Context: an optimization exercise on an open-source flow, tuned for small area, a short achievable clock period and few clock cycles per item. The choices shown serve that exercise and are no tape-out recipe. RTL that was checked went through simulation tests only; none was proved equivalent to the original. For run 2, only the layout was checked, not whether the RTL still works.

==> flow/design.v (outline; a module is shown in full before it is edited, if it fits) <==
// module pe_requant: 1203 lines
// module pe_requant_fa: 10 lines
// module pe_requant_ha: 9 lines
module pe_requant #(
    parameter int ACC_W  = 32,
    parameter int MULT_W = 16,
    parameter int CNT_W  = 16
) (
    input  logic              clk,
    input  logic              rst_n,
    input  logic              in_valid,
    output logic              in_ready,
    input  logic [ACC_W-1:0]  in_acc,
    input  logic [ACC_W-1:0]  in_bias,
    input  logic              in_last,
    output logic              out_valid,
    input  logic              out_ready,
    output logic [7:0]        out_data,
    output logic              out_last,
    input  logic              cfg_we,
    input  logic [MULT_W-1:0] cfg_mult,
    input  logic [4:0]        cfg_shift,
    input  logic [7:0]        cfg_zp,
    output logic              busy,
    output logic [CNT_W-1:0]  out_count
);
  // ...
==> flow/flow/run.sh <==
#!/bin/bash
# Standard layout, with plain buffers (not delay buffers) on the ports and a
# clock tree without dummy loads.
export BUFFER_PORTS_ARGS="-buffer_cell sky130_fd_sc_hd__buf_1"
export CTS_ARGS="-sink_clustering_enable -repair_clock_nets -dont_use_dummy_load -sink_clustering_size 16 -sink_clustering_max_diameter 70 -buf_list {sky130_fd_sc_hd__clkbuf_8}"
bash standard.sh > standard.log 2>&1
==> flow/standard.sh <==
#!/bin/bash
# synth_recipe.tcl (not shown) runs the flow's synth.tcl, then flattens the netlist and writes it again
# the make line also repeats each setting of config.mk as NAME=value (left out here)
make -C /OpenROAD-flow-scripts/flow DESIGN_CONFIG=/design/flow/config.mk WORK_HOME=/design/flow/orfs CLKGATE_MAP_FILE= SYNTH_SCRIPT=/design/flow/synth_recipe.tcl "${@:-finish}"
==> flow/config.mk <==
export PLATFORM = sky130hd
export DESIGN_NAME = pe_requant
export DESIGN_NICKNAME = pe_requant
export VERILOG_FILES = /design/flow/design.v
export SDC_FILE = /design/flow/constraint.sdc
export NUM_CORES = 4
export LEC_CHECK = 0
export ABC_CLOCK_PERIOD_IN_PS = 4400
export CAP_MARGIN = 20
export CORE_MARGIN = 2
export CORE_UTILIZATION = 55
export CTS_BUF_LIST = sky130_fd_sc_hd__clkbuf_4 sky130_fd_sc_hd__clkbuf_8
export CTS_CLUSTER_SIZE = 30
export SETUP_SLACK_MARGIN = 5.0
export SLEW_MARGIN = 20
export SYNTH_HIERARCHICAL = 1
export SYNTH_MINIMUM_KEEP_SIZE = 0
==> flow/constraint.sdc <==
create_clock -name core_clock -period 9.0 [get_ports {clk}]
set_input_delay 1.8000 -clock core_clock [delete_from_list [all_inputs] [get_ports {clk}]]
set_output_delay 1.8000 -clock core_clock [all_outputs]
set_load 0.01 [all_outputs]
==> results.py, run 1 <==
metrics = {
    "status": {
        "status": "no timing/DRC/antenna violations",
    },
    "sta": {
        "final.min_clock_period_ns": 3.994,
        "final.setup_skew_ns": 0.07889,
        "timing.slew.headroom": 0.3062,
        "rsz0062_at_grt": "yes",
        "holdWs_ns": 0.3374,
    },
    "yosys": {
        "synthAdderAreaFrac": 0.2655,
        "synth_xor_area_frac": 0.1295,
        "synth_area_um2": 23050,
        "yosys-top-cells-area": "fa_1, dfxtp_1, xnor2_1, a22oi_1, dfrtp_1",
        "synth_edf_count": 9,
        "syn-num-nets": 2877,
        "synth_top_family_by_area": "adder cells",
    },
    "final_layout": {
        "seq_share": 0.2273,
        "fillCellCount": 3761,
        "seqCellArea_um2": 5472,
        "area_growth_pct": 4.434,
        "drive_gt1_frac": 0.06158,
        "diodes": 1,
        "inverters": 72,
        "multi_input_area_um2": 16660,
        "top_register": "s2_x",
    },
    "setup_path": {
        "r2r-start": "bone[2]",
        "critPathMaxStageDelay_ns": 0.14,
        "worstSetupPathType": "input port to primary output",
        "cp.arrival_ns": 2.19,
        "path_delay_family": "buffers and inverters",
        "start_kind": "input port",
        "rrSetupSlack_ns": 5.10,
    },
    "grt": {
        "antenna_found_initial": 1,
        "use_met1": 0.4133,
    },
    "placed_design": {
        "pre_cts_slack_ns": 4.435,
        "place_hpwl_um": 45180,
        "place_area_um2": 23550,
        "port_buffers": 126,
    },
    "floorplan": {
        "die-area_um2": 43570,
        "rows": 75,
    },
    "worst_hold_path": {
        "hold_depth": 0,
        "worst_hold_path.endpoint": "r3_last",
    },
    "detailed_routing": {
        "wl_met1_um": 28360,
        "wl_met3_um": 5935,
    },
    "clocking": {
        "clk_latency_ns": 0.62,
    },
}
Testbench counts, summed over its fixed seeds: cycles 11,268, items 10,948.
==> run 2: changes to the inputs <==
--- a/flow/design.v
+++ b/flow/design.v
@@ -19,17 +19,17 @@
     input  logic [4:0]        cfg_shift,
     input  logic [7:0]        cfg_zp,
     output logic              busy,
     output logic [CNT_W-1:0]  out_count
 );
     localparam int SUM_W = ACC_W + 1;    
     localparam int W     = 49;           
     localparam int NDIG  = 9;            
-    localparam int NH    = 4;            
+    localparam int NH    = 3;            
     logic [NDIG-1:0] bone;
     logic [NDIG-2:0] btwo, bneg;
     logic [4:0]      cfg_shift_q;
     logic [7:0]      cfg_zp_q;
     logic        s1_vld, s2_vld, r3_vld;
     logic        s1_last, s2_last;
     logic        room_q;                  
     logic        any_q;                   
@@ -1108,20 +1108,20 @@
                                 res = r3_sgn ? 8'd0 : 8'd255;
         else if (v[9])          res = 8'd0;
         else if (v[8])          res = 8'd255;
         else                    res = v[7:0];
     end
     assign r3_dat = {r3_last, res};
     logic [NH-1:0] h_vld, nh_vld;
     logic [8:0]    h_dat [NH];
-    assign out_valid = h_vld[0];
-    assign out_data  = h_dat[0][7:0];
-    assign out_last  = h_dat[0][8];
-    assign pop       = h_vld[0] && out_ready;
+    assign out_valid = h_vld[0] || r3_vld;
+    assign out_data  = h_vld[0] ? h_dat[0][7:0] : r3_dat[7:0];
+    assign out_last  = h_vld[0] ? h_dat[0][8]   : r3_dat[8];
+    assign pop       = out_valid && out_ready;
     always_comb begin
         if (r3_vld && !pop)      nh_vld = {h_vld[NH-2:0], 1'b1};
         else if (!r3_vld && pop) nh_vld = {1'b0, h_vld[NH-1:1]};
         else                     nh_vld = h_vld;
     end
     always_ff @(posedge clk) begin
         for (int k = 0; k < NH; k++) begin
             if (pop) begin
==> flow/flow/run.sh (replaced) <==
#!/bin/bash
# Standard layout, with plain buffers (not delay buffers) on the ports and a
# clock tree without dummy loads.
export BUFFER_PORTS_ARGS="-buffer_cell sky130_fd_sc_hd__buf_1"
export CTS_ARGS="-sink_clustering_enable -repair_clock_nets -dont_use_dummy_load -sink_clustering_size 30 -buf_list {sky130_fd_sc_hd__clkbuf_4 sky130_fd_sc_hd__clkbuf_8}"
bash standard.sh > standard.log 2>&1
==> run 2 against run 1 <==
Net effect: via count up 0.31%; critical endpoint is now out_data[7]; critical path depth up 12; global-route usage about the same; register-to-register slack better by 0.02 ns; first-iteration DRC count down 0.42%.
==> results.py, run 2 <==
metrics = {
    "setup_path": {
        "r2r-start": "s2_x[4]",
        "start_kind": "flop",
        "r2r-end": "r3_win[9]",
        "startpoint": "cfg_zp_q[0]",
        "cp.arrival_ns": 3.42,
        "rrSetupSlack_ns": 5.12,
        "crit_fanout": 8,
        "crit_path_end_kind": "primary output",
        "worstSetupPathType": "flop to primary output",
        "reg2reg_depth": 13,
        "cp.required_ns": 7.20,
    },
    "sta": {
        "worst_pin_slew_ns": 1.014,
        "holdWs_ns": 0.3278,
        "timing.slew.headroom": 0.3237,
        "tns_ns": 0,
        "slew_violations": 0,
        "max_freq_mhz": 191.7,
        "setup_viol": 0,
        "final.min_clock_period_ns": 5.217,
        "min_period_over_period": 0.5796,
        "final.setup_skew_ns": 0.05809,
        "hold_viol": 0,
        "rsz0062_at_grt": "yes",
    },
    "clocking": {
        "cts.root.buffer_cell": "clkbuf_8",
        "clk_latency_ns": 0.62,
        "cts_max_path_buffers": 3,
        "cts_tree": "done",
        "cts_inserted_buffers": 43,
        "cts_sinks": 240,
        "cts.htree.levels": 2,
        "hold_buffers": 0,
        "clk_transition_reported_paths_ns": 0.05,
    },
    "worst_hold_path": {
        "min_from": "s1_last",
        "worst_hold_path.endpoint": "s2_last",
        "hold_depth": 0,
        "hp-class": "flop to flop",
    },
    "grt": {
        "grt_overflow": 0,
        "grt_max_degree": 64,
        "track_usage": 0.3114,
        "grt_pass1_wl_um": 105400,
        "grt_pass1_vias": 19163,
        "antenna_found_initial": 3,
    },
    "yosys": {
        "syn_inst": 2378,
        "synth_warnings": 10,
        "synth_area_um2": 22680,
        "avgSynthCellArea_um2": 9.536,
        "synth_edf_count": 9,
        "yosys-top-cells-area": "fa_1, dfxtp_1, xnor2_1, a22oi_1, dfrtp_1",
        "yosysSeqAreaShare": 0.2298,
        "yosysUniqueCellTypes": 92,
        "synthFlopType": "dfxtp_1",
        "syn-num-nets": 2827,
        "synthArstFlopShare": 0.2625,
        "ys_ff_latch": 240,
        "yosysTopAreaCellShare": 0.2048,
        "yosys.area.top_type": "fa_1",
        "yosysMostFrequentCell": "xnor2_1",
        "synthTopCellsByCount": "xnor2_1, a22oi_1, fa_1, clkbuf_1, nand2_1",
    },
    "final_layout": {
        "nets": 2850,
        "drive_gt1_frac": 0.1034,
        "layout_commonest_cell": "xnor2_1",
        "largest_reg_flops": 49,
        "reg_top3": "s2_x x49, s2_y x48, s1_sum x33",
        "final_cell_mix": "xnor2_1, a22oi_1, fa_1",
        "area_growth_pct": 7.935,
        "top_register": "s2_x",
    },
    "detailed_routing": {
        "antenna_left": 0,
        "postRouteWirelength_um": 68340,
        "vias_per_cell": 6.403,
        "vias": 18773,
        "drc": 0,
        "drt_iter0_drc": 1669,
        "first_pass_iters": 6,
        "wl_per_cell_um": 23.31,
    },
    "floorplan": {
        "die_width_um": 207.0,
        "fp.dieH_um": 207.0,
        "die-area_um2": 42870,
        "io_pins": 127,
        "initial_utilization": 0.5566,
        "core_um2": 40740,
        "rows": 74,
    },
    "placed_design": {
        "gp_congestion": 0.9625,
        "place_hpwl_um": 45110,
        "port_buffers": 126,
    },
    "status": {
        "status": "no timing/DRC/antenna violations",
    },
    "job": {
        "maxCapViolations": 0,
    },
}
-- run 2: worst max path at each step --
stage	slack [ns]	end	depth (start not counted)
after detailed placement	4.30	out_data[6]	13
after global placement	4.35	out_data[6]	12
after global routing	3.62	out_data[7]	15
after CTS	3.78	out_data[3]	16
after floorplan	4.69	out_data[7]	14
final	3.78	out_data[7]	15
-- run 2: worst max-delay path, stage by stage, from the launching register on --
cell and delay (ns):
dfrtp_1 0.37, inv_2 0.07, fa_2 0.21, inv_2 0.04, fa_2 0.33, a21o_1 0.18, a21oi_2 0.19, o21ai_2 0.07
a21oi_2 0.18, o21ai_2 0.10, a21oi_4 0.19, xnor2_4 0.15, o21ba_4 0.26, o21ai_4 0.05, mux2_4 0.29, buf_6 0.12
-- run 2: layout make-up --
type | count | area [um^2]
inverter | 78 | 292.8
clock buffer | 43 | 591.8
timing repair buffer | 187 | 980.9
multi-input combinational | 1851 | 16700
tap | 532 | 665.6
fill | 3612 | 16260
sequential | 240 | 5238
antenna | 1 | 2.502
-- run 2: cell families after synthesis --
logic type / share of synthesized area
flip-flops: 0.2298
XOR/XNOR: 0.1301
multiplexers: 0.03079
AO/OA/AOI/OAI: 0.1889
buffers and inverters: 0.04828
AND/OR/NAND/NOR: 0.1021
adder cells (fa/ha/maj): 0.2699
-- run 2: per-stage QoR --
step                      cell area (um^2)  setup WS [ns]  cells  utilization
final                                24470          3.783   2932       0.6008
after detailed placement             23270          4.298   2847       0.5711
after global routing                 24470          3.625   2931       0.6007
after floorplan                      22740          4.691   2378            -
after CTS                            24100          3.781   2908       0.5917
after global placement               23270          4.351   2847       0.5711
-- run 2: modules after synthesis (local to each module, per instance) --
module	times used	area (um^2)	cells inside	flip-flops and latches
pe_requant_fa	220	20.02	1	0
pe_requant_ha	18	12.51	1	0
pe_requant	1	18050	2140	240
-- run 2: layer usage --
layer | part of all wire | GRT usage | up-vias
met3 | 0.098 | 0.07914 | 190
met5 | 0.00018 | 0 | -
li1 | - | - | 8305
met1 | 0.41 | 0.4085 | 9216
met2 | 0.46 | 0.4925 | 1060
met4 | 0.035 | 0.1278 | 2
-- run 2: timing repair --
action / CTS / global route
setup buffers: 18 / 22
cloned: 0 / 1
pin swaps: 15 / 20
resized for setup: 24 / 49
endpoints found under the setup margin: 18 / 32

[afterwards: timing with drivers on the ports]
The results above use ideal ports. As a check the final layouts listed here were re-extracted and re-timed, cells and wires unchanged.
Step 1: set_driving_cell puts a clkbuf_16 on clk and a buf_2 on each other input, an assumption about the parent block.
Step 2 moves the port delays by t, midway between the first and last clock arrival at a register: inputs arrive t later, outputs are due t later. That takes back most of the time a late clock gives input paths.
Three values: no drivers, after step 1, after step 2; two values: the first two.
run | t (ns) | slack for setup (ns) | latest minus earliest clock arrival (ns)
run 1 | 0.639 | 5.006 / 4.984 / 4.592 | 0.083 / 0.083
run 2 | 0.647 | 3.783 / 3.729 / 4.377 | 0.063 / 0.063
After both steps setup and hold are still met in every run listed. The setup slack of run 1, which loses most, moves by -0.022 ns with the drivers and by -0.414 ns with both steps.
